Context: an optimization exercise on an open-source flow, tuned for small area, a short achievable clock period and few clock cycles per item. The choices shown serve that exercise and are no tape-out recipe.
At most, simulation tests tie the RTL to the original design; equivalence was not proved.
The RTL of runs 3, 4 and 6 was laid out without a check of its function.
No activity file was given, so power comes from the tool's default toggle rates.

==> design.v <==
`timescale 1ns/1ps
`default_nettype none
module ldl_solve_top (
    input  logic        clk,
    input  logic        rst,
    input  logic [7:0]  paddr,
    input  logic        psel,
    input  logic        penable,
    input  logic        pwrite,
    input  logic [31:0] pwdata,
    output logic [31:0] prdata,
    output logic        pready,
    output logic        pslverr,
    output logic        done
);
    logic [15:0] lw [0:15];
    logic [15:0] dw [0:3];
    logic [15:0] ww [0:3];
    logic [4:0] word;
    logic       host_wr;
    assign word    = paddr[6:2];
    assign host_wr = psel && penable && pwrite && !paddr[7];
    for (genvar k = 0; k < 16; k++) begin : g_l
        always_ff @(posedge clk) begin
            if (host_wr && word == 5'(k)) lw[k] <= pwdata[15:0];
        end
    end
    for (genvar k = 0; k < 4; k++) begin : g_d
        always_ff @(posedge clk) begin
            if (host_wr && word == 5'(16 + k)) dw[k] <= pwdata[15:0];
        end
    end
    logic        busy;
    logic [15:0] rdata_q;
    logic        status_q;
    logic        err_q;
    logic [15:0] rd_word;
    always_comb begin
        rd_word = '0;
        if (!paddr[7]) begin
            if (word < 5'd16)      rd_word = lw[word[3:0]];
            else if (word < 5'd20) rd_word = dw[word[1:0]];
            else if (word < 5'd24) rd_word = ww[word[1:0]];
        end
    end
    always_ff @(posedge clk) begin
        rdata_q  <= rd_word;
        status_q <= (paddr == 8'h84);
        err_q    <= (paddr > 8'h84);
    end
    assign pready  = 1'b1;
    assign pslverr = err_q;
    assign prdata  = {16'h0, rdata_q[15:2],
                      status_q ? {done, busy} : rdata_q[1:0]};
    logic       ctrl_go;
    logic       go;
    logic       accept;
    logic       run;
    logic [3:0] step;
    logic [3:0] nxt;
    logic       v2;
    logic       last2;
    assign ctrl_go = pwrite && paddr == 8'h80 && pwdata[0] && !busy;
    assign go      = psel && ctrl_go && !run;
    assign accept  = psel && penable && ctrl_go;
    assign nxt     = run ? step + 4'd1 : {3'b000, go};
    always_ff @(posedge clk) begin
        if (rst) begin
            run   <= 1'b0;
            step  <= '0;
            v2    <= 1'b0;
            last2 <= 1'b0;
            busy  <= 1'b0;
            done  <= 1'b0;
        end else begin
            v2    <= go || run;
            last2 <= run && step == 4'd15;
            step  <= nxt;
            run   <= go || (run && step != 4'd15);
            if (accept) begin
                busy <= 1'b1;
                done <= 1'b0;
            end else if (last2) begin
                busy <= 1'b0;
                done <= 1'b1;
            end
        end
    end
    logic [15:0] a_op;
    logic [1:0]  src;
    logic [1:0]  dst;
    logic        acc;
    always_comb begin
        a_op = lw[4];
        src  = 2'd0;
        dst  = 2'd1;
        acc  = 1'b1;
        case (nxt)
            4'd0:  begin a_op = lw[4];  src = 2'd0; dst = 2'd1; acc = 1'b1; end
            4'd1:  begin a_op = lw[8];  src = 2'd0; dst = 2'd2; acc = 1'b1; end
            4'd2:  begin a_op = lw[9];  src = 2'd1; dst = 2'd2; acc = 1'b1; end
            4'd3:  begin a_op = lw[12]; src = 2'd0; dst = 2'd3; acc = 1'b1; end
            4'd4:  begin a_op = lw[14]; src = 2'd2; dst = 2'd3; acc = 1'b1; end
            4'd5:  begin a_op = lw[13]; src = 2'd1; dst = 2'd3; acc = 1'b1; end
            4'd6:  begin a_op = dw[0];  src = 2'd0; dst = 2'd0; acc = 1'b0; end
            4'd7:  begin a_op = dw[3];  src = 2'd3; dst = 2'd3; acc = 1'b0; end
            4'd8:  begin a_op = dw[2];  src = 2'd2; dst = 2'd2; acc = 1'b0; end
            4'd9:  begin a_op = lw[14]; src = 2'd3; dst = 2'd2; acc = 1'b1; end
            4'd10: begin a_op = dw[1];  src = 2'd1; dst = 2'd1; acc = 1'b0; end
            4'd11: begin a_op = lw[13]; src = 2'd3; dst = 2'd1; acc = 1'b1; end
            4'd12: begin a_op = lw[12]; src = 2'd3; dst = 2'd0; acc = 1'b1; end
            4'd13: begin a_op = lw[9];  src = 2'd2; dst = 2'd1; acc = 1'b1; end
            4'd14: begin a_op = lw[8];  src = 2'd2; dst = 2'd0; acc = 1'b1; end
            4'd15: begin a_op = lw[4];  src = 2'd1; dst = 2'd0; acc = 1'b1; end
            default: ;
        endcase
    end
    logic [7:0]  bneg_q;
    logic [7:0]  bone_q;
    logic [7:0]  btwo_q;
    logic [3:0]  src_q;
    logic [1:0]  dst_q;
    logic        acc_q;
    logic [16:0] ax;
    assign ax = {a_op, 1'b0};
    always_ff @(posedge clk) begin
        for (int k = 0; k < 8; k++) begin
            bneg_q[k] <= ax[2*k+2] && !(ax[2*k+1] && ax[2*k]);
            bone_q[k] <= ax[2*k+1] ^ ax[2*k];
            btwo_q[k] <= (ax[2*k+2] && !ax[2*k+1] && !ax[2*k]) ||
                         (!ax[2*k+2] && ax[2*k+1] && ax[2*k]);
        end
        src_q <= 4'b0001 << src;
        dst_q <= dst;
        acc_q <= acc;
    end
    logic [15:0] b_op;
    logic [15:0] pp [0:8];
    logic [15:0] sum_q;
    logic [15:0] cry_q;
    logic [15:0] sum_d;
    logic [15:0] cry_d;
    logic [3:0]  dsel2;
    logic [1:0]  dst2;
    assign b_op = ({16{src_q[0]}} & ww[0]) | ({16{src_q[1]}} & ww[1]) |
                  ({16{src_q[2]}} & ww[2]) | ({16{src_q[3]}} & ww[3]);
    for (genvar k = 0; k < 8; k++) begin : g_pp
        logic [15:0] b1;
        logic [15:0] b2;
        logic [15:0] m;
        assign b1 = b_op << (2 * k);
        assign b2 = b_op << (2 * k + 1);
        assign m  = ({16{bone_q[k]}} & b1) | ({16{btwo_q[k]}} & b2);
        assign pp[k] = (m ^ {16{bneg_q[k]}}) & (16'hffff << (2 * k));
    end
    assign pp[8] = {1'b0, bneg_q[7], 1'b0, bneg_q[6], 1'b0, bneg_q[5], 1'b0, bneg_q[4],
                    1'b0, bneg_q[3], 1'b0, bneg_q[2], 1'b0, bneg_q[1], 1'b0, bneg_q[0]};
    csa_tree9 tree_i (
        .pp0 (pp[0]), .pp1 (pp[1]), .pp2 (pp[2]), .pp3 (pp[3]),
        .pp4 (pp[4]), .pp5 (pp[5]), .pp6 (pp[6]), .pp7 (pp[7]),
        .pp8 (pp[8]),
        .s   (sum_d),
        .c   (cry_d)
    );
    always_ff @(posedge clk) begin
        sum_q <= sum_d;
        cry_q <= cry_d;
        dst2  <= dst_q;
        dsel2 <= acc_q ? (4'b0001 << dst_q) : 4'b0000;
    end
    logic        acc2;
    logic [15:0] base;
    logic [15:0] xs;
    logic [15:0] xc;
    logic [15:0] t_s;
    logic [15:0] t_c;
    logic [15:0] result;
    assign acc2 = |dsel2;
    assign base = ({16{dsel2[0]}} & ww[0]) | ({16{dsel2[1]}} & ww[1]) |
                  ({16{dsel2[2]}} & ww[2]) | ({16{dsel2[3]}} & ww[3]);
    assign xs   = sum_q ^ {16{acc2}};
    assign xc   = cry_q ^ {16{acc2}};
    assign t_s  = base ^ xs ^ xc;
    assign t_c  = {(base[14:0] & xs[14:0]) | (base[14:0] & xc[14:0]) | (xs[14:0] & xc[14:0]), acc2};
    assign result = t_s + t_c + {15'h0, acc2};
    for (genvar k = 0; k < 4; k++) begin : g_w
        always_ff @(posedge clk) begin
            if (v2 && dst2 == 2'(k)) begin
                ww[k] <= result;
            end else if (host_wr && word == 5'(20 + k)) begin
                ww[k] <= pwdata[15:0];
            end
        end
    end
endmodule
module csa_tree9 (
    input  logic [15:0] pp0, pp1, pp2, pp3, pp4, pp5, pp6, pp7, pp8,
    output logic [15:0] s,
    output logic [15:0] c
);
    logic [15:0] a0s, a0c, a1s, a1c, a2s, a2c;
    csa16 l1a (.x(pp0), .y(pp1), .z(pp8), .s(a0s), .c(a0c));
    csa16 l1b (.x(pp2), .y(pp3), .z(pp4), .s(a1s), .c(a1c));
    csa16 l1c (.x(pp5), .y(pp6), .z(pp7), .s(a2s), .c(a2c));
    logic [15:0] b0s, b0c, b1s, b1c;
    csa16 l2a (.x(a0s), .y(a0c), .z(a1s), .s(b0s), .c(b0c));
    csa16 l2b (.x(a1c), .y(a2s), .z(a2c), .s(b1s), .c(b1c));
    logic [15:0] c0s, c0c;
    csa16 l3a (.x(b0s), .y(b0c), .z(b1s), .s(c0s), .c(c0c));
    csa16 l4a (.x(c0s), .y(c0c), .z(b1c), .s(s), .c(c));
endmodule
module csa16 (
    input  logic [15:0] x,
    input  logic [15:0] y,
    input  logic [15:0] z,
    output logic [15:0] s,
    output logic [15:0] c
);
    logic [15:0] m;
    assign s = x ^ y ^ z;
    assign m = (x & y) | (x & z) | (y & z);
    assign c = {m[14:0], 1'b0};
endmodule
`default_nettype wire
==> run.sh <==
#!/bin/bash
# synth_recipe.tcl (not shown) runs the flow's synth.tcl, then flattens the netlist and writes it again
# the make line also repeats each setting of config.mk as NAME=value (left out here)
make -C /OpenROAD-flow-scripts/flow DESIGN_CONFIG=/design/flow/config.mk WORK_HOME=/design/flow/orfs CLKGATE_MAP_FILE= SYNTH_SCRIPT=/design/flow/synth_recipe.tcl finish
==> config.mk <==
export PLATFORM = sky130hd
export DESIGN_NAME = ldl_solve_top
export DESIGN_NICKNAME = ldl_solve_top
export VERILOG_FILES = /design/flow/design.v
export SDC_FILE = /design/flow/constraint.sdc
export NUM_CORES = 4
export LEC_CHECK = 0
export CAP_MARGIN = 20
export CORE_MARGIN = 2
export CORE_UTILIZATION = 40
export SLEW_MARGIN = 20
==> constraint.sdc <==
create_clock -name core_clock -period 7.0 [get_ports {clk}]
set_input_delay 1.4000 -clock core_clock [delete_from_list [all_inputs] [get_ports {clk}]]
set_output_delay 1.4000 -clock core_clock [all_outputs]
set_load 0.01 [all_outputs]
==> results of run 1 <==
==> kinds of logic after synthesis <==
family / count (synthesis)
xor gates and xnor gates: 137
adders and majority gates: 92
and+or+nand+nor: 462
muxes: 40
other: 2
DFF: 475
buffers and inverters: 217
AOI/OAI and AO/OA: 554
==> how the worst min path moves through the flow <==
stage | to | slack, ns | depth (start not counted)
2_1_floorplan | dst2[0] | 0.37 | 0
3_3_place_gp | dst2[1] | 0.38 | 0
3_5_place_dp | dst2[1] | 0.39 | 0
4_1_cts | dst2[1] | 0.40 | 0
5_1_grt | dst2[1] | 0.42 | 0
6_report | dst2[1] | 0.40 | 0
==> final cells by class <==
cell class	instances	area, sq um
diodes	2	5.00
clock buffers	80	1620
clock inverters	16	208
fillers	5302	32000
inverters	61	229
multi-input cells	1302	9590
flip-flops and latches	475	13400
well taps	773	967
repair buffers	110	938
==> power by group <==
part | total [W] | internal, W | switching, W
registers | 0.00309 | 0.00307 | 0.0000146
logic | 0.000467 | 0.000163 | 0.000303
clock network | 0.00286 | 0.00168 | 0.00118
total | 0.00642 | 0.00492 | 0.00150
==> routing by layer <==
metal  vias up  GRT usage [%]
met5         -              0
met4         0           8.54
met3       161           5.23
met2      1048           38.3
met1      8546           33.1
li1       7517              -
==> registers in the layout (all words and copies together) (netlist names), 8 cells and up <==
| name | count |
|---|---|
| lw | 256 |
| dw | 64 |
| sum_q | 16 |
| ww | 64 |
| rdata_q | 16 |
| bone_q | 8 |
| bneg_q | 8 |
| btwo_q | 8 |
| cry_q | 11 |
==> cell usage after synthesis, types with 26 or more instances <==
cell type	instances	area share [%]
nand4_1	37	0.97
buf_4	37	1.2
mux2i_1	36	1.5
nor2_1	59	0.93
a22o_1	42	1.5
fa_1	49	4.1
xor2_1	27	1.0
inv_1	59	0.93
edfxtp_1	384	49
ha_1	43	2.3
o21ai_0	103	2.2
dfxtp_1	91	7.7
xnor2_1	109	4.0
o21ai_1	26	0.55
clkbuf_1	90	1.4
a221oi_1	36	1.3
nand2_1	226	3.6
a22oi_1	200	6.3
==> metrics by stage <==
step                      cells  worst slack, ns  util [%]
after global placement     2719             1.84      42.5
final                      2819             2.24      45.7
after detailed placement   2719             1.80      42.5
after floorplan            1994             2.91         -
after CTS                  2815             2.42      45.6
after global routing       2819             2.12      45.7
==> out/qor.yml, run 1 <==
drt:
  met3_length_microns: 8270
  wl_met1_microns: 29500
  drtAntennaViolNets: 0
  drt-pass1-iter-count: 7
  routed_via_density: 6.13
  drc: 0
  wl_per_cell_microns: 26.3
  dr_wl_met2_microns: 34100
  drtIter0Drc: 2184
  vias: 17272
  highest_layer: "met4"
  drt-total-wl_microns: 74300
timing:
  hold_violations: 0
  drv_slew: 0
  timing.setup.tns_ns: 0
  max_freq_mhz: 210
  rsz0062_at_grt: "no"
  fin_hold_ws_ns: 0.404
  worst_pin_slew_ns: 1.22
  finalSetupViolCount: 0
  relSlewSlack_pct: 18.4
  layout_min_cycle_time_ns: 4.76
  fin_skew_ns: 0.0225
  min_period_over_period_pct: 68.0
setup_path:
  path_cells: "clkdlybuf4s50_1, buf_4, nand2_1, nor2_2, a22oi_1, nand4_1, o221ai_1, a31oi_1"
  r2r_end: "sum_q[15]"
  critPathSlowestCell: "nor2_2"
  cp.depth: 8
  cp-end-kind: "flop"
  crit_end: "rdata_q[4]"
  path_buf_inv: 2
  crit_start: "paddr[4]"
  worstPathArrival_ns: 5.19
  r2r_slack_ns: 2.44
  crit_family: "simple AND/OR/NAND/NOR gates"
  crit_type: "primary input to flop"
  crit_required_ns: 7.44
  critPathLaunchType: "primary input"
  path_max_fanout: 38
  r2r-start: "src_q[0]"
  reg2reg_depth: 14
  worst_path_largest_cell_delay_ns: 1.03
logic_synthesis:
  syn-cell-area_sq_um: 23700
  muxShareOfSynthArea_pct: 1.72
  synth-simple-area-share_pct: 9.25
  synthXorXnorAreaFrac_pct: 5.08
  async_reset_ff_share_pct: 0
  synth_fa_ha_area_share_pct: 6.40
  synth_compound_area_share_pct: 17.1
  synth-seq-cells: 475
  synth_top_family_by_area: "compound AO/OA/AOI/OAI gates"
  ys.flop_type: "edfxtp_1"
  synth-seq-area-share_pct: 56.2
  synthCells: 1979
  yosys_warnings: 9
  synth-edff-count: 384
  post_synth.cell_area_avg_sq_um: 12.0
  synth.distinct_cells: 83
power_and_ir_drop:
  power_density_nw_per_um2: 239
  power_w: 0.00642
  worst_ir_drop_vdd_mv: 0.197
  p_leak_nw: 9.33
placement:
  place_area_sq_um: 25000
  hpwlAfterDp_microns: 48400
  port_buffers: 46
  place_congestion: 0.867
cts:
  cts_tree: "yes"
  cts_root_buf: "clkbuf_16"
  cts.repair.resized: 0
  clockBufferDepth: 3
  clk_latency_ns: 0.61
  post-cts-setup-buffers: 0
  clk_pin_slew_ns: 0.06
  cts_buffers: 51
  cts_num_sinks: 475
  h-tree-depth: 2
  cts-hold-fix-buffers: 0
grt:
  grt_max_degree: 62
  antenna_found_initial: 3
  grt-ovfl-total: 0
  grt_pass1_wl_microns: 110000
  first_global_vias: 16915
  grt_use_total_pct: 24.3
flow_run:
  drv_cap: 0
cells_and_area:
  drive_above_1_share_pct: 10.6
  nets: 2138
  final_cell_area_sq_um: 26900
  area_delta_synth_final_pct: 13.3
  mostFrequentLayoutCells: "edfxtp_1 (384), nand2_1 (226), a22oi_1 (200)"
  final_common_cell: "edfxtp_1"
hold_path:
  hp-class: "flop to flop"
  min_from: "dst_q[1]"
die:
  die-height_microns: 248
  rows: 89
  die_area_sq_um: 61300
  io_pins: 80
  start_util_pct: 40.3
  core_area_sq_um: 58900
  die_width_microns: 248
outcome:
  outcome: "finished clean"
Testbench counts, summed over its fixed seeds: cycles 2,856, solves 72.
==> run 2: changes to the inputs <==
--- a/config.mk
+++ b/config.mk
@@ -7,5 +7,6 @@
 export LEC_CHECK = 0
 export CAP_MARGIN = 20
 export CORE_MARGIN = 2
-export CORE_UTILIZATION = 40
+export CORE_UTILIZATION = 60
+export SETUP_SLACK_MARGIN = 3.6
 export SLEW_MARGIN = 20
==> run 2 against run 1 <==
Effect of this change: register-to-register slack improved by 0.70 ns; count of clock-buffer cells in the layout decreased by 18; sequential share of layout area decreased by 3.6 points; sequential power about the same; highest routed layer unchanged; routed wire length increased by 9.0%; clock skew increased by 0.0040 ns; maximum frequency increased by 23%.
==> out/qor.yml, run 2 <==
outcome:
  outcome: "finished clean"
grt:
  grt_pass1_wl_microns: 117000
  grtUsageMet2_pct: 59.6
  grt-ovfl-total: 0
  antenna_found_initial: 0
  busiest_layer: "met2"
  use_met3_pct: 8.60
  grt_max_degree: 70
  gr-usage-met1_pct: 55.1
  grt_use_total_pct: 39.3
  first_global_vias: 17877
die:
  rows: 72
  die_width_microns: 203
  core_area_sq_um: 38800
  die-height_microns: 203
  start_util_pct: 61.2
  die_area_sq_um: 41200
  io_pins: 80
drt:
  drt-pass1-iter-count: 6
  drtAntennaViolNets: 0
  vias: 18428
  drt-total-wl_microns: 80900
  routed_via_density: 6.84
  wl_per_cell_microns: 30.0
  drtIter0Drc: 2756
  drc: 0
logic_synthesis:
  synth-seq-cells: 475
  synth_top_area_cell: "edfxtp_1"
  synthCells: 1979
  post_synth.cell_area_avg_sq_um: 12.0
  synth-seq-area-share_pct: 56.2
  synth-edff-count: 384
  ys.flop_type: "edfxtp_1"
  syn-cell-area_sq_um: 23700
  synth.distinct_cells: 83
  synth_top_area_share_pct: 48.6
  async_reset_ff_share_pct: 0
  synth_common_cells: "edfxtp_1 (384), nand2_1 (226), a22oi_1 (200)"
  synthTopCellsByArea: "edfxtp_1 (49%), dfxtp_1 (7.7%), a22oi_1 (6.3%), fa_1 (4.1%), xnor2_1 (4.0%)"
  yosysMostFrequentCell: "edfxtp_1"
  yosys_warnings: 9
setup_path:
  path_cells: "buf_8, buf_6, a22oi_2, nand2_4, buf_4, buf_6, a22oi_2, xnor2_2, fa_1, inv_1, fa_1, inv_1, fa_1, fa_2"
  worstPathArrival_ns: 4.33
  cp-end-kind: "flop"
  critPathSlowestCell: "fa_1"
  crit_type: "flop to flop"
  crit_top_cell: "fa_1"
  critPathLaunchType: "flop"
  r2r_slack_ns: 3.14
  crit_required_ns: 7.47
  worst_path_largest_cell_delay_ns: 0.54
  r2r-start: "src_q[2]"
  path_max_fanout: 8
  crit_start: "src_q[2]"
hold_path:
  min_from: "dst_q[1]"
  hp-class: "flop to flop"
cells_and_area:
  area_delta_synth_final_pct: 22.4
  mostFrequentLayoutCells: "edfxtp_1 (384), nand2_1 (212), a22oi_1 (163)"
  top_register: "lw"
  fillerInstances: 2520
  nets: 2272
  top_regs: "lw (256), dw (64), ww (64)"
  final_common_cell: "edfxtp_1"
  drive_above_1_share_pct: 24.4
  largest_reg_flops: 256
  final_core_util_pct: 74.8
cts:
  clk_pin_slew_ns: 0.07
  cts_root_buf: "clkbuf_16"
  cts_num_sinks: 475
  cts_buffers: 49
  cts-hold-fix-buffers: 0
  h-tree-depth: 2
  clk_latency_ns: 0.60
  cts_tree: "yes"
  clockBufferDepth: 3
placement:
  place_congestion: 0.909
  port_buffers: 46
  hpwlAfterDp_microns: 48600
timing:
  worst_pin_slew_ns: 1.15
  hold_violations: 0
  relSlewSlack_pct: 22.9
  finalSetupViolCount: 0
  fin_skew_ns: 0.0265
  drv_slew: 0
  rsz0062_at_grt: "yes"
  min_period_over_period_pct: 55.2
  max_freq_mhz: 259
  timing.setup.tns_ns: 0
  layout_min_cycle_time_ns: 3.86
power_and_ir_drop:
  worst_ir_drop_vdd_mv: 0.227
  power_density_nw_per_um2: 215
  p_leak_nw: 10.3
flow_run:
  drv_cap: 0
run 2: cell counts after synthesis:
Identical to the previous run, type by type.
run 2: path summary, 6_finish.rpt:
kind | to | depth (start not counted)
worst max register to register | sum_q[11] | 14
worst min-delay path | dst2[1] | 0
worst max-delay path | sum_q[11] | 14
worst min register to register | dst2[1] | 0
run 2: kinds of logic (layout without fill, tap and decap cells):
group	after synthesis	in the layout	synth area share [%]
adder cells (fa/ha/maj)	92	92	6.40
buffers and inverters	217	397	4.18
multiplexers	40	40	1.72
flip-flops	475	475	56.2
other	2	18	0.0316
AO/OA/AOI/OAI	554	556	17.1
XOR/XNOR	137	137	5.08
AND/OR/NAND/NOR	462	462	9.25
run 2: worst max-delay path, delay by kind of cell (launching register included):
family	cells	cell delay [ns]
xor gates and xnor gates	1	0.10
adders and majority gates	4	1.98
and+or+nand+nor	1	0.16
DFF	1	0.41
AOI/OAI and AO/OA	2	0.46
buffers and inverters	6	0.64
run 2: final cells by class:
type | count | area (sq um) | share of cell area, %
Inverter | 61 | 234 | 0.805
Tap cell | 518 | 648 | 2.23
Antenna cell | 1 | 2.50 | 0.00861
Clock buffer | 62 | 1340 | 4.61
Timing Repair Buffer | 244 | 2440 | 8.40
Multi-Input combinational cell | 1304 | 10800 | 37.2
Clock inverter | 30 | 209 | 0.719
Sequential cell | 475 | 13400 | 46.1
run 2: power breakdown:
group	internal, W	switching [W]
Sequential	0.00307	0.0000142
Combinational	0.000256	0.000369
Clock	0.00140	0.00114
Total	0.00473	0.00153
run 2: stage by stage:
| stage | power (W) | hold slack (ns) | instance area, sq um | instances | setup slack (ns) |
|---|---|---|---|---|---|
| detailed placement | 0.00362 | 0.393 | 25000 | 2468 | 1.96 |
| global placement | 0.00361 | 0.397 | 25000 | 2468 | 1.96 |
| finish | 0.00625 | 0.396 | 29100 | 2695 | 3.14 |
| floorplan | 0.00345 | 0.369 | 24200 | 1994 | 3.29 |
| global route | 0.00641 | 0.412 | 29100 | 2694 | 3.06 |
| CTS | 0.00619 | 0.402 | 28400 | 2666 | 3.21 |
run 2: routing by layer:
layer / routed length [microns] / share of wire [%] / vias up
met5: 0 / 0 / -
met3: 10500 / 13 / 243
met4: 3930 / 4.9 / 0
li1: - / - / 7793
met1: 30600 / 38 / 9067
met2: 35900 / 44 / 1325
run 2: repair_timing:
| item | 4_1_cts | 5_1_grt |
|---|---|---|
| setup endpoints to repair | 457 | 133 |
| pin swaps | 92 | 72 |
| cloned | 7 | 1 |
| resized for setup | 192 | 96 |
| buffers inserted | 99 | 27 |
==> run 3: changes to the inputs <==
--- a/design.v
+++ b/design.v
@@ -17,20 +17,31 @@
     logic [15:0] dw [0:3];
     logic [15:0] ww [0:3];
     logic [4:0] word;
-    logic       host_wr;
-    assign word    = paddr[6:2];
-    assign host_wr = psel && penable && pwrite && !paddr[7];
+    logic [4:0] wword_q;
+    logic       wr_q;
+    assign word = paddr[6:2];
+    always_ff @(posedge clk) begin
+        if (rst) begin
+            wr_q <= 1'b0;
+        end else begin
+            wr_q <= psel && !penable && pwrite && !paddr[7];
+        end
+        wword_q <= word;
+    end
     for (genvar k = 0; k < 16; k++) begin : g_l
         always_ff @(posedge clk) begin
-            if (host_wr && word == 5'(k)) lw[k] <= pwdata[15:0];
+            if (wr_q && wword_q == 5'(k)) lw[k] <= pwdata[15:0];
         end
     end
     for (genvar k = 0; k < 4; k++) begin : g_d
         always_ff @(posedge clk) begin
-            if (host_wr && word == 5'(16 + k)) dw[k] <= pwdata[15:0];
+            if (wr_q && wword_q == 5'(16 + k)) dw[k] <= pwdata[15:0];
         end
     end
     logic        busy;
+    logic        v2;
+    logic [1:0]  dst2;
+    logic [15:0] result;
     logic [15:0] rdata_q;
     logic        status_q;
     logic        err_q;
@@ -43,8 +54,10 @@
             else if (word < 5'd24) rd_word = ww[word[1:0]];
         end
     end
-    always_ff @(posedge clk) begin
-        rdata_q  <= rd_word;
+    logic rd_fwd;
+    assign rd_fwd = v2 && paddr[7:4] == 4'b0101 && paddr[3:2] == dst2;
+    always_ff @(posedge clk) begin
+        rdata_q  <= rd_fwd ? result : rd_word;
         status_q <= (paddr == 8'h84);
         err_q    <= (paddr > 8'h84);
     end
@@ -58,7 +71,6 @@
     logic       run;
     logic [3:0] step;
     logic [3:0] nxt;
-    logic       v2;
     logic       last2;
     assign ctrl_go = pwrite && paddr == 8'h80 && pwdata[0] && !busy;
     assign go      = psel && ctrl_go && !run;
@@ -86,16 +98,18 @@
             end
         end
     end
+    logic [3:0]  nrun;
     logic [15:0] a_op;
     logic [1:0]  src;
     logic [1:0]  dst;
     logic        acc;
+    assign nrun = step + 4'd1;
     always_comb begin
         a_op = lw[4];
         src  = 2'd0;
         dst  = 2'd1;
         acc  = 1'b1;
-        case (nxt)
+        case (nrun)
             4'd0:  begin a_op = lw[4];  src = 2'd0; dst = 2'd1; acc = 1'b1; end
             4'd1:  begin a_op = lw[8];  src = 2'd0; dst = 2'd2; acc = 1'b1; end
             4'd2:  begin a_op = lw[9];  src = 2'd1; dst = 2'd2; acc = 1'b1; end
@@ -115,41 +129,46 @@
             default: ;
         endcase
     end
+    logic [23:0] bd_run;
+    logic [23:0] bd_op0;
+    logic [23:0] bd_op1;
+    logic [15:0] l10_in;
+    assign l10_in = (wr_q && wword_q == 5'd4) ? pwdata[15:0] : lw[4];
+    booth_enc enc_run (.a(a_op),   .sub(acc),  .d(bd_run));
+    booth_enc enc_op0 (.a(l10_in), .sub(1'b1), .d(bd_op0));
+    booth_enc enc_op1 (.a(lw[8]),  .sub(1'b1), .d(bd_op1));
+    logic [15:0] b_in;
+    logic [1:0]  src_n;
+    assign src_n = run ? src : 2'd0;
+    always_comb begin
+        b_in = ww[src_n];
+        if (!run && wr_q && wword_q == 5'd20) b_in = pwdata[15:0];
+        if (v2 && dst2 == src_n) b_in = result;
+    end
     logic [7:0]  bneg_q;
     logic [7:0]  bone_q;
     logic [7:0]  btwo_q;
-    logic [3:0]  src_q;
+    logic [15:0] b_q;
     logic [1:0]  dst_q;
     logic        acc_q;
-    logic [16:0] ax;
-    assign ax = {a_op, 1'b0};
-    always_ff @(posedge clk) begin
-        for (int k = 0; k < 8; k++) begin
-            bneg_q[k] <= ax[2*k+2] && !(ax[2*k+1] && ax[2*k]);
-            bone_q[k] <= ax[2*k+1] ^ ax[2*k];
-            btwo_q[k] <= (ax[2*k+2] && !ax[2*k+1] && !ax[2*k]) ||
-                         (!ax[2*k+2] && ax[2*k+1] && ax[2*k]);
-        end
-        src_q <= 4'b0001 << src;
-        dst_q <= dst;
-        acc_q <= acc;
-    end
-    logic [15:0] b_op;
+    always_ff @(posedge clk) begin
+        {bneg_q, bone_q, btwo_q} <= run ? bd_run : go ? bd_op1 : bd_op0;
+        b_q   <= b_in;
+        dst_q <= run ? dst : go ? 2'd2 : 2'd1;
+        acc_q <= run ? acc : 1'b1;
+    end
     logic [15:0] pp [0:8];
     logic [15:0] sum_q;
     logic [15:0] cry_q;
     logic [15:0] sum_d;
     logic [15:0] cry_d;
     logic [3:0]  dsel2;
-    logic [1:0]  dst2;
-    assign b_op = ({16{src_q[0]}} & ww[0]) | ({16{src_q[1]}} & ww[1]) |
-                  ({16{src_q[2]}} & ww[2]) | ({16{src_q[3]}} & ww[3]);
     for (genvar k = 0; k < 8; k++) begin : g_pp
         logic [15:0] b1;
         logic [15:0] b2;
         logic [15:0] m;
-        assign b1 = b_op << (2 * k);
-        assign b2 = b_op << (2 * k + 1);
+        assign b1 = b_q << (2 * k);
+        assign b2 = b_q << (2 * k + 1);
         assign m  = ({16{bone_q[k]}} & b1) | ({16{btwo_q[k]}} & b2);
         assign pp[k] = (m ^ {16{bneg_q[k]}}) & (16'hffff << (2 * k));
     end
@@ -168,30 +187,44 @@
         dst2  <= dst_q;
         dsel2 <= acc_q ? (4'b0001 << dst_q) : 4'b0000;
     end
-    logic        acc2;
     logic [15:0] base;
-    logic [15:0] xs;
-    logic [15:0] xc;
     logic [15:0] t_s;
     logic [15:0] t_c;
-    logic [15:0] result;
-    assign acc2 = |dsel2;
     assign base = ({16{dsel2[0]}} & ww[0]) | ({16{dsel2[1]}} & ww[1]) |
                   ({16{dsel2[2]}} & ww[2]) | ({16{dsel2[3]}} & ww[3]);
-    assign xs   = sum_q ^ {16{acc2}};
-    assign xc   = cry_q ^ {16{acc2}};
-    assign t_s  = base ^ xs ^ xc;
-    assign t_c  = {(base[14:0] & xs[14:0]) | (base[14:0] & xc[14:0]) | (xs[14:0] & xc[14:0]), acc2};
-    assign result = t_s + t_c + {15'h0, acc2};
+    assign t_s  = base ^ sum_q ^ cry_q;
+    assign t_c  = {(base[14:0] & sum_q[14:0]) | (base[14:0] & cry_q[14:0]) |
+                   (sum_q[14:0] & cry_q[14:0]), 1'b0};
+    assign result = t_s + t_c;
     for (genvar k = 0; k < 4; k++) begin : g_w
         always_ff @(posedge clk) begin
             if (v2 && dst2 == 2'(k)) begin
                 ww[k] <= result;
-            end else if (host_wr && word == 5'(20 + k)) begin
+            end else if (wr_q && wword_q == 5'(20 + k)) begin
                 ww[k] <= pwdata[15:0];
             end
         end
     end
+endmodule
+module booth_enc (
+    input  logic [15:0] a,
+    input  logic        sub,
+    output logic [23:0] d
+);
+    logic [16:0] ax;
+    logic [7:0]  dn;
+    logic [7:0]  d1;
+    logic [7:0]  d2;
+    assign ax = {a, 1'b0};
+    always_comb begin
+        for (int k = 0; k < 8; k++) begin
+            dn[k] = (ax[2*k+2] && !(ax[2*k+1] && ax[2*k])) ^ sub;
+            d1[k] = ax[2*k+1] ^ ax[2*k];
+            d2[k] = (ax[2*k+2] && !ax[2*k+1] && !ax[2*k]) ||
+                    (!ax[2*k+2] && ax[2*k+1] && ax[2*k]);
+        end
+    end
+    assign d = {dn, d1, d2};
 endmodule
 module csa_tree9 (
     input  logic [15:0] pp0, pp1, pp2, pp3, pp4, pp5, pp6, pp7, pp8,
--- a/config.mk
+++ b/config.mk
@@ -8,5 +8,5 @@
 export CAP_MARGIN = 20
 export CORE_MARGIN = 2
 export CORE_UTILIZATION = 60
-export SETUP_SLACK_MARGIN = 3.6
+export SETUP_SLACK_MARGIN = 3.8
 export SLEW_MARGIN = 20
==> run 3 against run 2 <==
Effect of this change: first-iteration DRC count is 4.0% higher; sequential share of layout area is 1.6 points lower; global-route usage fell by 0.79 points; setup slack improved by 0.43 ns; synthesized cell count rose by 8.0%; final cell count rose by 6.5%; core utilization shrank 1.5 points; hold slack improved by 0.0042 ns; critical path type unchanged; count of clock-buffer cells in the layout up 6; critical path depth fell by 1; maximum frequency grew 13%.
==> out/qor.yml, run 3 <==
logic_synthesis:
  synthCells: 2138
  synth-seq-cells: 493
  yosysMostFrequentCell: "edfxtp_1"
  syn-cell-area_sq_um: 25400
  synth.distinct_cells: 68
  synth_top_area_cell: "edfxtp_1"
  synth_top_area_share_pct: 43.6
  synth-edff-count: 368
  synth_common_cells: "edfxtp_1 (368), nand2_1 (172), a22oi_1 (147)"
  synth-seq-area-share_pct: 53.4
  synthTopCellsByArea: "edfxtp_1 (44%), dfxtp_1 (9.9%), a22oi_1 (4.3%), fa_1 (3.9%), ha_1 (3.6%)"
  yosys_warnings: 10
  post_synth.cell_area_avg_sq_um: 11.9
  ys.flop_type: "edfxtp_1"
  async_reset_ff_share_pct: 0
placement:
  place_area_sq_um: 26600
  hpwlAfterDp_microns: 53800
  port_buffers: 46
  place_congestion: 0.909
timing:
  layout_min_cycle_time_ns: 3.43
  relSlewSlack_pct: 24.0
  finalSetupViolCount: 0
  drv_slew: 0
  rsz0062_at_grt: "yes"
  worst_pin_slew_ns: 1.14
  max_freq_mhz: 292
  timing.setup.tns_ns: 0
  hold_violations: 0
  min_period_over_period_pct: 49.0
  fin_skew_ns: 0.0174
cells_and_area:
  top_regs: "lw (256), dw (64), ww (64)"
  seq_area_sq_um: 13600
  largest_reg_flops: 256
  fillerInstances: 2823
  top_register: "lw"
  multi_input_area_sq_um: 12000
  drive_above_1_share_pct: 23.0
  nets: 2455
  final_common_cell: "edfxtp_1"
  area_delta_synth_final_pct: 21.0
  final_cell_area_sq_um: 30700
  mostFrequentLayoutCells: "edfxtp_1 (368), nand2_1 (168), buf_4 (154)"
cts:
  cts_root_buf: "clkbuf_16"
  cts_buffers: 53
  clk_pin_slew_ns: 0.06
  cts_num_sinks: 493
  h-tree-depth: 2
  cts_tree: "yes"
  clockBufferDepth: 3
  clk_latency_ns: 0.62
power_and_ir_drop:
  p_switching_w: 0.00299
  seqPwrFrac_pct: 35.6
  internal-power_w: 0.00631
  p_clk_share_pct: 29.8
  power_frac_comb_pct: 34.6
  p_leak_nw: 11.3
  power_density_nw_per_um2: 303
  worst_ir_drop_vdd_mv: 0.462
  power.share.switching_pct: 32.2
drt:
  drt-total-wl_microns: 85700
  drt-pass1-iter-count: 6
  vias: 19996
  drc: 0
  drtAntennaViolNets: 0
  wl_per_cell_microns: 29.9
  drtIter0Drc: 2865
  routed_via_density: 6.97
setup_path:
  r2r_slack_ns: 3.57
  crit_required_ns: 7.35
  worstPathArrival_ns: 3.78
  reg2reg_depth: 13
  r2r-start: "dsel2[0]"
  r2r_end: "ww[2][14]"
  crit_type: "flop to flop"
  path_max_fanout: 6
  cp-end-kind: "flop"
  critPathLaunchType: "flop"
die:
  start_util_pct: 60.6
  die_area_sq_um: 43900
  die_width_microns: 210
  io_pins: 80
  die-height_microns: 210
  core_area_sq_um: 41900
  rows: 75
grt:
  grt_pass1_wl_microns: 124000
  first_global_vias: 19404
  antenna_found_initial: 1
  grt_use_total_pct: 38.5
  grt_max_degree: 80
  grt-ovfl-total: 0
hold_path:
  min_from: "dst_q[0]"
  hp-class: "flop to flop"
  holdPathEnd: "dst2[0]"
  hold_path_depth: 0
flow_run:
  drv_cap: 0
outcome:
  outcome: "finished clean"
[run 3: cell types whose count changed in the layout (fill, tap and decap cells not counted), moves of 16 or more]
cell and change:
mux4_2 +32, edfxtp_1 -16, xnor2_1 -27, nor2_1 +41
dfxtp_4 +16, a22oi_1 -28, a21oi_1 +16, inv_1 +56
nand2_1 -44, ha_1 +26, a22oi_2 -25
[run 3: layout make-up]
| class | instances | share of cell area (%) |
|---|---|---|
| sequential | 493 | 44.5 |
| tap | 539 | 2.20 |
| timing repair buffer | 247 | 7.40 |
| inverter | 116 | 1.43 |
| clock buffer | 68 | 4.60 |
| multi-input combinational | 1377 | 39.0 |
| clock inverter | 29 | 0.905 |
| antenna | 1 | 0.00815 |
[run 3: worst max-delay path by stage]
stage	to	startpoint	cells after the start	slack [ns]
after detailed placement	btwo_q[1]	paddr[4]	8	2.27
after floorplan	ww[0][14]	dsel2[1]	14	3.62
final	ww[2][14]	dsel2[0]	13	3.57
after CTS	ww[3][14]	ww[0][4]	14	3.60
after global routing	ww[3][10]	dsel2[0]	14	3.46
after global placement	btwo_q[1]	paddr[4]	8	2.32
[run 3: cells by family (layout without fill, tap and decap cells)]
| group | after synthesis | after routing | share of synthesized area (%) |
|---|---|---|---|
| AND/OR/NAND/NOR | 440 | 441 | 8.24 |
| flip-flops | 493 | 493 | 53.4 |
| adder cells (fa/ha/maj) | 122 | 122 | 7.50 |
| buffers and inverters | 284 | 460 | 4.72 |
| XOR/XNOR | 108 | 108 | 3.80 |
| AO/OA/AOI/OAI | 596 | 596 | 17.0 |
| other | 2 | 18 | 0.0296 |
| multiplexers | 93 | 93 | 5.30 |
[run 3: worst max-delay path, stage by stage (launching register included)]
cell and delay [ns]:
dfxtp_4 0.40, a22o_1 0.25, a221oi_2 0.25, fa_1 0.48, inv_2 0.08, ha_4 0.20
a211o_1 0.26, or2_4 0.27, a31oi_4 0.22, o21ai_4 0.09, o41ai_4 0.27, xor2_2 0.17
buf_6 0.14, o21ai_1 0.06
[run 3: repair_timing]
| item | 4_1_cts | 5_1_grt |
|---|---|---|
| endpoints found under the setup margin | 116 | 94 |
| pin swaps | 56 | 52 |
| gates cloned | 1 | 2 |
| hold buffers | 0 | 0 |
| buffers inserted | 71 | 46 |
| gates resized for setup | 206 | 127 |
[run 3: metrics by stage]
step	instances	hold slack, ns	util (%)	power, W	setup slack (ns)
2_1_floorplan	2153	0.372	-	0.00468	3.62
3_3_place_gp	2652	0.389	63.6	0.00525	2.32
3_5_place_dp	2652	0.392	63.6	0.00530	2.27
4_1_cts	2821	0.401	71.2	0.00881	3.60
5_1_grt	2869	0.411	73.3	0.00966	3.46
6_report	2870	0.400	73.3	0.00930	3.57
[run 3: routing by layer]
layer  GRT usage [%]  part of all wire, %  vias to the layer above
li1                -                    -                     8441
met1            50.3                   36                     9865
met2            61.1                   47                     1403
met3            7.99                   11                      285
met4            20.1                  6.0                        2
met5               0                0.015                        -
[run 3: power by group through the flow]
| stage | Clock [W] | Combinational (W) | Sequential, W |
|---|---|---|---|
| floorplan | 0 | 0.00134 | 0.00334 |
| global placement | 0 | 0.00188 | 0.00338 |
| detailed placement | 0 | 0.00192 | 0.00338 |
| CTS | 0.00278 | 0.00271 | 0.00332 |
| global route | 0.00288 | 0.00346 | 0.00332 |
| finish | 0.00277 | 0.00322 | 0.00331 |
==> run 4: changes to the inputs <==
--- a/config.mk
+++ b/config.mk
@@ -8,5 +8,5 @@
 export CAP_MARGIN = 20
 export CORE_MARGIN = 2
 export CORE_UTILIZATION = 60
-export SETUP_SLACK_MARGIN = 3.8
+export SETUP_SLACK_MARGIN = 4.3
 export SLEW_MARGIN = 20
==> run 4 against run 3 <==
Effect of this change: still clean; largest cell class unchanged; flip-flop and latch count unchanged; first-iteration DRC count rose by 33%; total power is 8.1% higher; hold slack barely moved; critical path depth up 2; final cell count increased by 5.5%; largest power group is now combinational logic.
==> out/qor.yml, run 4 <==
outcome:
  outcome: "finished clean"
cts:
  cts_num_sinks: 493
  cts-hold-fix-buffers: 0
  cts_root_buf: "clkbuf_16"
  clk_latency_ns: 0.63
  cts_buffers: 51
  h-tree-depth: 2
  clk_pin_slew_ns: 0.06
  clockBufferDepth: 3
  cts_tree: "yes"
timing:
  timing.setup.tns_ns: 0
  finalSetupViolCount: 0
  min_period_over_period_pct: 51.5
  rsz0062_at_grt: "yes"
  relSlewSlack_pct: 29.3
  layout_min_cycle_time_ns: 3.61
  fin_skew_ns: 0.0179
  setup_slack_ns: 3.39
  hold_violations: 0
  max_freq_mhz: 277
  drv_slew: 0
  worst_pin_slew_ns: 1.06
die:
  die_width_microns: 210
  rows: 75
  io_pins: 80
  core_area_sq_um: 41900
  die_area_sq_um: 43900
  die-height_microns: 210
  start_util_pct: 60.6
logic_synthesis:
  ys.flop_type: "edfxtp_1"
  muxShareOfSynthArea_pct: 5.30
  synth_compound_area_share_pct: 17.0
  synth-seq-cells: 493
  synth_fa_ha_area_share_pct: 7.50
  synthTopCellsByArea: "edfxtp_1 (44%), dfxtp_1 (9.9%), a22oi_1 (4.3%), fa_1 (3.9%), ha_1 (3.6%)"
  synth_top_area_share_pct: 43.6
  synthCells: 2138
  synth-seq-area-share_pct: 53.4
  synthXorXnorAreaFrac_pct: 3.80
  synth_common_cells: "edfxtp_1 (368), nand2_1 (172), a22oi_1 (147)"
  synth.distinct_cells: 68
  async_reset_ff_share_pct: 0
  synth-simple-area-share_pct: 8.24
  synth-edff-count: 368
  yosysMostFrequentCell: "edfxtp_1"
  post_synth.cell_area_avg_sq_um: 11.9
  syn-cell-area_sq_um: 25400
  synth_top_family_by_area: "compound AO/OA/AOI/OAI gates"
  synth_top_area_cell: "edfxtp_1"
  yosys_warnings: 10
placement:
  pre_cts_slack_ns: 2.65
  port_buffers: 46
  place_congestion: 0.924
  hpwlAfterDp_microns: 53300
power_and_ir_drop:
  p_clk_share_pct: 30.3
  power.share.switching_pct: 32.2
  internal-power_w: 0.00681
  p_switching_w: 0.00324
  worst_ir_drop_vdd_mv: 0.456
  seqPwrFrac_pct: 33.0
  power_frac_comb_pct: 36.7
  power_density_nw_per_um2: 296
  p_leak_nw: 12.7
cells_and_area:
  antenna_cells: 0
  multi_input_area_sq_um: 13300
  top_regs: "lw (256), dw (64), ww (64)"
  seq_area_sq_um: 13700
  mostFrequentLayoutCells: "edfxtp_1 (368), buf_4 (235), nand2_1 (156)"
  final_common_cell: "edfxtp_1"
  fillerInstances: 2280
  nets: 2614
  drive_above_1_share_pct: 36.4
  area_delta_synth_final_pct: 34.0
  largest_reg_flops: 256
  top_register: "lw"
grt:
  antenna_found_initial: 2
  grt_max_degree: 68
  grt-ovfl-total: 0
  grt_pass1_wl_microns: 131000
  first_global_vias: 20340
  grt_use_total_pct: 40.9
setup_path:
  r2r_end: "ww[3][12]"
  r2r-start: "dsel2[0]"
  crit_type: "flop to flop"
  r2r_slack_ns: 3.39
  path_max_fanout: 7
  cp-end-kind: "flop"
  reg2reg_depth: 15
  worstPathArrival_ns: 3.96
  crit_required_ns: 7.35
  critPathLaunchType: "flop"
drt:
  drc: 0
  vias: 21721
  routed_via_density: 7.18
  drt-total-wl_microns: 96200
  drt-pass1-iter-count: 7
  drtAntennaViolNets: 0
  drtIter0Drc: 3817
  wl_per_cell_microns: 31.8
flow_run:
  drv_cap: 0
hold_path:
  holdPathEnd: "dst2[1]"
  min_from: "dst_q[1]"
  hp-class: "flop to flop"
  hold_path_depth: 0
## run 4: cell counts after synthesis
Identical to the previous run, type by type.
## run 4: cell families (layout without fill, tap and decap cells)
kind of cell             count (synthesis)  in the layout
adder cells (fa/ha/maj)                122            122
multiplexers                            93             93
flip-flops                             493            493
AO/OA/AOI/OAI                          596            596
other                                    2             17
XOR/XNOR                               108            110
buffers and inverters                  284            612
AND/OR/NAND/NOR                        440            445
## run 4: metal layers
metal / wire (microns) / vias up / track usage (%)
met4: 8730 / 0 / 26.2
met2: 43100 / 1865 / 64.5
li1: - / 8767 / -
met5: 0 / - / 0
met3: 11400 / 574 / 8.02
met1: 32900 / 10515 / 52.4
## run 4: worst max-delay path by stage
| stage | start | end | slack [ns] | depth (start not counted) |
|---|---|---|---|---|
| after floorplan | dsel2[1] | ww[0][14] | 3.62 | 14 |
| after global placement | paddr[5] | rdata_q[2] | 2.64 | 9 |
| after detailed placement | paddr[5] | rdata_q[2] | 2.65 | 9 |
| after CTS | dsel2[0] | ww[1][14] | 3.52 | 15 |
| after global routing | dsel2[0] | ww[3][14] | 3.32 | 15 |
| final | dsel2[0] | ww[3][12] | 3.39 | 15 |
## run 4: layout make-up
cell class | count | share of cell area (%)
Multi-Input combinational cell | 1383 | 39.0
Tap cell | 539 | 1.98
Inverter | 116 | 1.31
Timing Repair Buffer | 402 | 12.0
Sequential cell | 493 | 40.2
Clock buffer | 66 | 4.19
Clock inverter | 28 | 1.30
## run 4: power by group through the flow
| stage | Sequential, W | Clock [W] | Combinational (W) |
|---|---|---|---|
| 2_1_floorplan | 0.00334 | 0 | 0.00144 |
| 3_3_place_gp | 0.00338 | 0 | 0.00198 |
| 3_5_place_dp | 0.00338 | 0 | 0.00203 |
| 4_1_cts | 0.00332 | 0.00303 | 0.00297 |
| 5_1_grt | 0.00332 | 0.00315 | 0.00390 |
| 6_report | 0.00332 | 0.00304 | 0.00369 |
## run 4: repair_timing
action | 4_1_cts | 5_1_grt
pin swaps | 104 | 136
setup buffers | 158 | 111
setup endpoints to repair | 154 | 128
gates resized for setup | 400 | 255
cloned | 14 | 4
## run 4: worst max-delay path, cell delays in order, from the launching register on
cell and delay, ns:
dfxtp_2 0.33, buf_12 0.14, a22o_1 0.26, a221oi_4 0.25, fa_1 0.50, inv_2 0.09, ha_4 0.21, nand3_2 0.07
o211ai_1 0.15, or2_4 0.29, a31oi_4 0.25, o21ai_4 0.10, or2_4 0.28, xnor2_4 0.18, buf_12 0.15, o21ai_1 0.06
## run 4: through the flow
| step | util (%) | area [sq um] | hold WS [ns] | total power (W) | instances |
|---|---|---|---|---|---|
| after floorplan | - | 26300 | 0.372 | 0.00478 | 2153 |
| after global placement | 64.3 | 26900 | 0.386 | 0.00536 | 2646 |
| after detailed placement | 64.3 | 26900 | 0.390 | 0.00541 | 2646 |
| after CTS | 76.1 | 31800 | 0.403 | 0.00932 | 2912 |
| after global routing | 81.2 | 34000 | 0.416 | 0.0104 | 3027 |
| final | 81.2 | 34000 | 0.400 | 0.0100 | 3027 |
==> run 5: changes to the inputs <==
--- a/design.v
+++ b/design.v
@@ -129,14 +129,20 @@
             default: ;
         endcase
     end
-    logic [23:0] bd_run;
-    logic [23:0] bd_op0;
-    logic [23:0] bd_op1;
-    logic [15:0] l10_in;
-    assign l10_in = (wr_q && wword_q == 5'd4) ? pwdata[15:0] : lw[4];
-    booth_enc enc_run (.a(a_op),   .sub(acc),  .d(bd_run));
-    booth_enc enc_op0 (.a(l10_in), .sub(1'b1), .d(bd_op0));
-    booth_enc enc_op1 (.a(lw[8]),  .sub(1'b1), .d(bd_op1));
+    logic [15:0] a_in;
+    logic        sub_in;
+    logic [23:0] bd;
+    always_comb begin
+        a_in   = a_op;
+        sub_in = acc;
+        if (!run) begin
+            sub_in = 1'b1;
+            if (go)                             a_in = lw[8];
+            else if (wr_q && wword_q == 5'd4)   a_in = pwdata[15:0];
+            else                                a_in = lw[4];
+        end
+    end
+    booth_enc enc_i (.a(a_in), .sub(sub_in), .d(bd));
     logic [15:0] b_in;
     logic [1:0]  src_n;
     assign src_n = run ? src : 2'd0;
@@ -152,7 +158,7 @@
     logic [1:0]  dst_q;
     logic        acc_q;
     always_ff @(posedge clk) begin
-        {bneg_q, bone_q, btwo_q} <= run ? bd_run : go ? bd_op1 : bd_op0;
+        {bneg_q, bone_q, btwo_q} <= bd;
         b_q   <= b_in;
         dst_q <= run ? dst : go ? 2'd2 : 2'd1;
         acc_q <= run ? acc : 1'b1;
@@ -196,12 +202,12 @@
     assign t_c  = {(base[14:0] & sum_q[14:0]) | (base[14:0] & cry_q[14:0]) |
                    (sum_q[14:0] & cry_q[14:0]), 1'b0};
     assign result = t_s + t_c;
+    logic [15:0] w_wdata;
+    assign w_wdata = v2 ? result : pwdata[15:0];
     for (genvar k = 0; k < 4; k++) begin : g_w
         always_ff @(posedge clk) begin
-            if (v2 && dst2 == 2'(k)) begin
-                ww[k] <= result;
-            end else if (wr_q && wword_q == 5'(20 + k)) begin
-                ww[k] <= pwdata[15:0];
+            if ((v2 && dst2 == 2'(k)) || (wr_q && wword_q == 5'(20 + k))) begin
+                ww[k] <= w_wdata;
             end
         end
     end
--- a/config.mk
+++ b/config.mk
@@ -8,5 +8,5 @@
 export CAP_MARGIN = 20
 export CORE_MARGIN = 2
 export CORE_UTILIZATION = 60
-export SETUP_SLACK_MARGIN = 4.3
+export SETUP_SLACK_MARGIN = 3.8
 export SLEW_MARGIN = 20
==> run 5 against run 4 <==
Effect of this change: die area decreased by 2.9%; final cell count decreased by 13%; count of clock-buffer cells in the layout rose by 7; clock skew rose by 0.026 ns; largest cell class unchanged.
==> out/qor.yml, run 5 <==
cells_and_area:
  final_common_cell: "edfxtp_1"
  nets: 2218
  largest_reg_flops: 256
  top_regs: "lw (256), dw (64), ww (64)"
  antenna_cells: 0
  mostFrequentLayoutCells: "edfxtp_1 (368), a22oi_1 (138), buf_4 (126)"
  top_register: "lw"
  final_cell_area_sq_um: 29500
  drive_above_1_share_pct: 24.3
  area_delta_synth_final_pct: 19.9
  fillerInstances: 2767
drt:
  drt-pass1-iter-count: 8
  drt-total-wl_microns: 78900
  wl_per_cell_microns: 29.9
  routed_via_density: 6.88
  drtIter0Drc: 2585
  vias: 18157
  drtAntennaViolNets: 0
  drc: 0
grt:
  first_global_vias: 17189
  antenna_found_initial: 1
  use_met3_pct: 6.56
  grt_max_degree: 39
  grt_use_total_pct: 36.6
  gr-usage-met1_pct: 47.4
  busiest_layer: "met2"
  grt-ovfl-total: 0
  grt_pass1_wl_microns: 113000
  grtUsageMet2_pct: 60.2
timing:
  timing.setup.tns_ns: 0
  hold_violations: 0
  worst_pin_slew_ns: 0.996
  min_period_over_period_pct: 52.5
  rsz0062_at_grt: "yes"
  relSlewSlack_pct: 33.4
  max_freq_mhz: 272
  fin_hold_ws_ns: 0.418
  fin_skew_ns: 0.0441
  drv_slew: 0
  layout_min_cycle_time_ns: 3.68
  finalSetupViolCount: 0
setup_path:
  crit_required_ns: 7.39
  cp-end-kind: "flop"
  path_max_fanout: 10
  worst_path_largest_cell_delay_ns: 0.40
  r2r_slack_ns: 3.32
  path_cells: "buf_4, a22oi_1, nand2_1, ha_1, ha_1, nor2b_1, o31a_1, o21ai_2, a21oi_2, o41ai_2, buf_4, mux2i_2, o21ai_0, o21ai_1"
  crit_type: "flop to flop"
  reg2reg_depth: 14
  critPathLaunchType: "flop"
  critPathSlowestCell: "dfxtp_4"
  r2r_end: "ww[3][15]"
  worstPathArrival_ns: 4.06
  r2r-start: "dsel2[0]"
hold_path:
  holdPathEnd: "dst2[1]"
  hp-class: "flop to flop"
  min_from: "dst_q[1]"
  hold_path_depth: 0
logic_synthesis:
  ys.flop_type: "edfxtp_1"
  synth-seq-area-share_pct: 55.1
  synth-edff-count: 368
  synth_top_area_cell: "edfxtp_1"
  synthCells: 1935
  synthTopCellsByArea: "edfxtp_1 (45%), dfxtp_1 (10%), a22oi_1 (4.6%), fa_1 (4.1%), ha_1 (2.9%)"
  yosysMostFrequentCell: "edfxtp_1"
  yosys_warnings: 10
  synth_top_area_share_pct: 44.9
  synth_common_cells: "edfxtp_1 (368), a22oi_1 (150), nand2_1 (126)"
  synth.distinct_cells: 93
  async_reset_ff_share_pct: 0
  synth-seq-cells: 493
  syn-cell-area_sq_um: 24600
  post_synth.cell_area_avg_sq_um: 12.7
power_and_ir_drop:
  power_w: 0.00835
  power_density_nw_per_um2: 283
  worst_ir_drop_vdd_mv: 0.238
  p_leak_nw: 10.6
cts:
  cts_buffers: 50
  clk_latency_ns: 0.62
  cts_root_buf: "clkbuf_16"
  clk_pin_slew_ns: 0.06
  clockBufferDepth: 3
  cts_tree: "yes"
  h-tree-depth: 2
  cts_num_sinks: 493
placement:
  port_buffers: 46
  place_area_sq_um: 25700
  hpwlAfterDp_microns: 50800
  place_congestion: 0.898
die:
  die_width_microns: 207
  die-height_microns: 207
  core_area_sq_um: 40600
  rows: 74
  die_area_sq_um: 42700
  io_pins: 80
  start_util_pct: 60.5
outcome:
  outcome: "finished clean"
flow_run:
  drv_cap: 0
==> run 5: changes by cell type after synthesis, sizes merged, moves of 10 or more <==
cell | previous run | this run
a32oi | 0 | 11
nor3 | 38 | 12
a311o | 11 | 1
ha | 72 | 58
buf | 51 | 67
o2bb2ai | 10 | 0
nand3 | 21 | 35
clkbuf | 117 | 87
o221ai | 4 | 15
nand2 | 172 | 126
or3 | 17 | 3
mux2 | 10 | 33
o21ai | 146 | 50
a21oi | 36 | 26
==> run 5: logic make-up (layout without fill, tap and decap cells) <==
kind of cell    after synthesis  count (layout)  share of synthesized area [%]
compound gates              483             484                           15.6
xor+xnor                    111             111                           3.95
fa+ha+maj                   108             108                           7.02
buf+inv                     261             416                           4.70
flops                       493             493                           55.1
mux                         113             113                           6.42
other cells                   2              17                         0.0305
simple gates                364             365                           7.26
==> run 5: timing repair <==
item,CTS,global route
buffers inserted,46,51
hold buffers,0,0
gates resized for setup,169,112
setup endpoints to repair,113,83
pin swaps,36,46
cloned,5,2
==> run 5: critical path, delay by kind of cell, from the launching register on <==
kind / cells / cell delay, ns
AO/OA/AOI/OAI: 7 / 1.44
adder cells (fa/ha/maj): 2 / 0.67
buffers and inverters: 2 / 0.39
flip-flops: 1 / 0.40
multiplexers: 1 / 0.23
AND/OR/NAND/NOR: 2 / 0.34
==> run 5: stage by stage <==
step / util (%) / setup slack [ns] / std cells
2_1_floorplan: - / 3.78 / 1950
3_3_place_gp: 63.3 / 2.59 / 2441
3_5_place_dp: 63.3 / 2.55 / 2441
4_1_cts: 70.3 / 3.41 / 2586
5_1_grt: 72.6 / 3.22 / 2639
6_report: 72.6 / 3.32 / 2639
==> run 5: routing by layer <==
metal,share of wire [%],routed length [microns]
met5,0,0
met4,5.5,4330
met3,9.9,7800
met2,48,37900
met1,37,28900
==> run 5: worst max-delay path by stage <==
stage / to / start / slack, ns
after floorplan: bneg_q[4] / paddr[6] / 3.78
after CTS: ww[0][12] / ww[0][4] / 3.41
after detailed placement: bneg_q[7] / paddr[7] / 2.55
after global placement: rdata_q[2] / paddr[4] / 2.59
after global routing: ww[2][14] / ww[0][7] / 3.22
final: ww[3][15] / dsel2[0] / 3.32
==> run 5: power breakdown <==
group          leakage, nW  switching, W  internal, W  total (W)
Combinational         5.45       0.00126      0.00103    0.00228
Clock                0.814       0.00118      0.00158    0.00276
Sequential            4.36     0.0000704      0.00324    0.00331
Total                 10.6       0.00251      0.00584    0.00835
==> run 5: cell type report <==
| class | instances | area [sq um] | area share [%] |
|---|---|---|---|
| repair buffers | 215 | 2100 | 7.11 |
| multi-input cells | 1198 | 11000 | 37.2 |
| inverters | 107 | 409 | 1.39 |
| clock inverters | 21 | 236 | 0.801 |
| flip-flops and latches | 493 | 13700 | 46.3 |
| clock buffers | 73 | 1470 | 4.97 |
| well taps | 532 | 666 | 2.26 |
Testbench counts of run 5, summed over its fixed seeds: cycles 2,856, solves 72.
==> run 6: changes to the inputs <==
--- a/design.v
+++ b/design.v
@@ -168,7 +168,6 @@
     logic [15:0] cry_q;
     logic [15:0] sum_d;
     logic [15:0] cry_d;
-    logic [3:0]  dsel2;
     for (genvar k = 0; k < 8; k++) begin : g_pp
         logic [15:0] b1;
         logic [15:0] b2;
@@ -187,19 +186,23 @@
         .s   (sum_d),
         .c   (cry_d)
     );
-    always_ff @(posedge clk) begin
-        sum_q <= sum_d;
-        cry_q <= cry_d;
-        dst2  <= dst_q;
-        dsel2 <= acc_q ? (4'b0001 << dst_q) : 4'b0000;
-    end
-    logic [15:0] base;
+    logic [15:0] base_q;
+    logic [15:0] base_d;
+    always_comb begin
+        base_d = ww[dst_q];
+        if (v2 && dst2 == dst_q) base_d = result;
+        if (!acc_q) base_d = '0;
+    end
+    always_ff @(posedge clk) begin
+        sum_q  <= sum_d;
+        cry_q  <= cry_d;
+        base_q <= base_d;
+        dst2   <= dst_q;
+    end
     logic [15:0] t_s;
     logic [15:0] t_c;
-    assign base = ({16{dsel2[0]}} & ww[0]) | ({16{dsel2[1]}} & ww[1]) |
-                  ({16{dsel2[2]}} & ww[2]) | ({16{dsel2[3]}} & ww[3]);
-    assign t_s  = base ^ sum_q ^ cry_q;
-    assign t_c  = {(base[14:0] & sum_q[14:0]) | (base[14:0] & cry_q[14:0]) |
+    assign t_s  = base_q ^ sum_q ^ cry_q;
+    assign t_c  = {(base_q[14:0] & sum_q[14:0]) | (base_q[14:0] & cry_q[14:0]) |
                    (sum_q[14:0] & cry_q[14:0]), 1'b0};
     assign result = t_s + t_c;
     logic [15:0] w_wdata;
==> run 6 against run 5 <==
Effect of this change: still clean; non-clock buffer count shrank 22; first-iteration DRC count shrank 4.3%; final area grew 2.8%; combinational power grew 5%; final cell count grew 5.8%; clock power grew 6%; count of clock-buffer cells in the layout grew 2; total power grew 4.3%; critical path depth shrank 3; register-to-register slack gained 0.48 ns; clock skew shrank 0.021 ns; setup slack gained 0.46 ns; critical path type is now primary input to flop; largest power group unchanged.
==> out/qor.yml, run 6 <==
outcome:
  outcome: "finished clean"
timing:
  worst_pin_slew_ns: 0.921
  setup_slack_ns: 3.78
  layout_min_cycle_time_ns: 3.22
  max_freq_mhz: 311
  relSlewSlack_pct: 38.4
  timing.setup.tns_ns: 0
  finalSetupViolCount: 0
  min_period_over_period_pct: 45.9
  hold_violations: 0
  fin_skew_ns: 0.0234
  drv_slew: 0
  rsz0062_at_grt: "yes"
die:
  core_area_sq_um: 42900
  rows: 76
  start_util_pct: 60.5
  die-height_microns: 212
  die_area_sq_um: 44900
  io_pins: 80
  die_width_microns: 212
grt:
  grt_max_degree: 57
  grt_pass1_wl_microns: 122000
  first_global_vias: 18417
  grt_use_total_pct: 38.0
  antenna_found_initial: 5
  grt-ovfl-total: 0
logic_synthesis:
  synthTopCellsByArea: "edfxtp_1 (43%), dfxtp_1 (11%), mux4_2 (4.4%), fa_1 (3.9%), a22oi_1 (3.6%)"
  synth_compound_area_share_pct: 14.6
  synthCells: 2079
  synth_top_family_by_area: "compound AO/OA/AOI/OAI gates"
  synth-simple-area-share_pct: 7.30
  async_reset_ff_share_pct: 0
  post_synth.cell_area_avg_sq_um: 12.5
  synth_fa_ha_area_share_pct: 6.66
  synth_common_cells: "edfxtp_1 (368), nand2_1 (145), dfxtp_1 (137)"
  yosys_warnings: 10
  synth_top_area_share_pct: 42.6
  yosysMostFrequentCell: "edfxtp_1"
  synth-seq-area-share_pct: 53.2
  syn-cell-area_sq_um: 25900
  ys.flop_type: "edfxtp_1"
  synth_top_area_cell: "edfxtp_1"
  synth-seq-cells: 505
  synth-edff-count: 368
  muxShareOfSynthArea_pct: 9.78
  synth.distinct_cells: 86
  synthXorXnorAreaFrac_pct: 3.99
placement:
  pre_cts_slack_ns: 2.14
  hpwlAfterDp_microns: 57700
  place_congestion: 0.959
  port_buffers: 46
cells_and_area:
  area_delta_synth_final_pct: 17.0
  mostFrequentLayoutCells: "edfxtp_1 (368), nand2_1 (142), buf_4 (122)"
  top_register: "lw"
  final_common_cell: "edfxtp_1"
  top_regs: "lw (256), dw (64), ww (64)"
  fillerInstances: 3042
  nets: 2315
  largest_reg_flops: 256
  drive_above_1_share_pct: 23.9
  antenna_cells: 0
setup_path:
  path_max_fanout: 18
  path_cells: "buf_6, buf_12, nor4_4, nand3_4, buf_12, buf_4, mux2i_1, a22oi_1, ha_1, nor2b_1, xnor2_1"
  critPathSlowestCell: "nor4_4"
  worst_path_largest_cell_delay_ns: 0.48
  crit_required_ns: 7.49
  critPathLaunchType: "primary input"
  cp-end-kind: "flop"
  crit_type: "primary input to flop"
  crit_start: "paddr[5]"
  crit_top_cell: "buf_12"
  r2r-start: "step[0]"
  path_buf_inv: 4
  crit_family: "simple AND/OR/NAND/NOR gates"
  worstPathArrival_ns: 3.71
drt:
  wl_per_cell_microns: 30.7
  drc: 0
  drtIter0Drc: 2474
  vias: 19116
  drtAntennaViolNets: 0
  routed_via_density: 6.85
  drt-pass1-iter-count: 6
  drt-total-wl_microns: 85800
cts:
  cts-hold-fix-buffers: 0
  cts_buffers: 53
  cts_num_sinks: 505
  cts_root_buf: "clkbuf_16"
  clk_pin_slew_ns: 0.06
  cts_tree: "yes"
  h-tree-depth: 2
  clk_latency_ns: 0.62
  clockBufferDepth: 3
power_and_ir_drop:
  p_leak_nw: 10.9
  worst_ir_drop_vdd_mv: 0.395
  power_density_nw_per_um2: 287
flow_run:
  drv_cap: 0
hold_path:
  min_from: "last2"
  hp-class: "flop to flop"
==> run 6: changes by cell type in the layout (fill, tap and decap cells not counted), moves of 19 or more <==
cell     delta
inv_1      -30
a22oi_1    -26
mux4_2     +19
o21ai_0    +50
mux2_2     +37
a21oi_1    +19
a22o_1     -19
nand2_1    +19
==> run 6: final cells by class <==
| class | count | area (sq um) | share of cell area [%] |
|---|---|---|---|
| clock buffer | 75 | 1570 | 5.19 |
| clock inverter | 25 | 263 | 0.866 |
| inverter | 74 | 285 | 0.940 |
| multi-input combinational | 1335 | 11800 | 38.8 |
| sequential | 505 | 13900 | 45.8 |
| tap | 585 | 732 | 2.41 |
| timing repair buffer | 193 | 1800 | 5.93 |
==> run 6: worst min-delay path, cell delays in order, from the launching register on <==
cell and delay, ns:
dfxtp_1 0.32, nor2_1 0.09, a211oi_1 0.06
==> run 6: logic make-up (layout without fill, tap and decap cells) <==
| group | after synthesis | count (layout) |
|---|---|---|
| AND/OR/NAND/NOR | 393 | 393 |
| adder cells (fa/ha/maj) | 108 | 108 |
| XOR/XNOR | 118 | 118 |
| flip-flops | 505 | 505 |
| buffers and inverters | 254 | 367 |
| other | 2 | 17 |
| AO/OA/AOI/OAI | 519 | 519 |
| multiplexers | 180 | 180 |
==> run 6: final timing paths <==
check,depth (start not counted),end,slack [ns]
worst max-delay path,11,bneg_q[7],3.78
worst min-delay path,2,done,0.52
worst max register to register,11,bneg_q[7],3.80
worst min register to register,2,done,0.52
==> run 6: layer usage <==
layer | GRT usage (%) | routed length [microns]
met3 | 7.36 | 9390
met4 | 22.7 | 5960
met5 | 0 | 30
met2 | 60.0 | 39700
met1 | 49.2 | 30700
==> run 6: power breakdown <==
part           switching [W]  internal (W)  total (W)  leakage, nW
logic                0.00144      0.000944    0.00239         5.47
clock network        0.00121       0.00172    0.00293        0.919
registers          0.0000797       0.00331    0.00339         4.46
total                0.00273       0.00597    0.00870         10.9
==> run 6: per-stage QoR <==
stage / utilization [%] / instances / cell area (sq um) / hold WS (ns) / total power [W]
4_1_cts: 68.6 / 2736 / 29400 / 0.526 / 0.00859
2_1_floorplan: - / 2094 / 26100 / 0.329 / 0.00463
5_1_grt: 70.7 / 2792 / 30300 / 0.543 / 0.00902
3_5_place_dp: 62.9 / 2621 / 27000 / 0.502 / 0.00548
6_report: 70.7 / 2792 / 30300 / 0.524 / 0.00870
3_3_place_gp: 62.8 / 2620 / 27000 / 0.492 / 0.00545
==> run 6: timing repair <==
item / in CTS / in global routing
resized for setup: 139 / 114
endpoints found under the setup margin: 88 / 70
pin swaps: 20 / 40
gates cloned: 1 / 3
buffers inserted: 14 / 53

==> port drivers added, routing unchanged <==
The flow's constraints put no driver on any port. The routed layouts listed below were extracted and timed again, unchanged, in two steps.
Step 1 assumes that a clkbuf_16 drives the clock port and a buf_2 every other input.
Step 2 moves the port delays by t, midway between the first and last clock arrival at a register: inputs arrive t later, outputs are due t later. That takes back most of the time a late clock gives input paths.
Slacks: no drivers / after step 1 / after step 2; pairs: no drivers / after step 1.
run	t (ns)	setup WS [ns]	worst setup path at the end	latest minus earliest clock arrival (ns)	pins driven straight from the clock port
run 1	0.661	2.243 / 2.263 / 1.602	input to register	0.024 / 0.024	1
run 2	0.648	3.139 / 3.139 / 2.912	input to register	0.031 / 0.032	1
run 3	0.671	3.572 / 3.572 / 3.264	input to register	0.017 / 0.017	1
run 4	0.679	3.392 / 3.392 / 3.380	input to register	0.018 / 0.018	1
run 5	0.657	3.323 / 3.323 / 3.132	input to register	0.045 / 0.044	1
run 6	0.667	3.785 / 3.799 / 3.144	input to register	0.023 / 0.024	1
After both steps setup and hold are still met in every run listed.
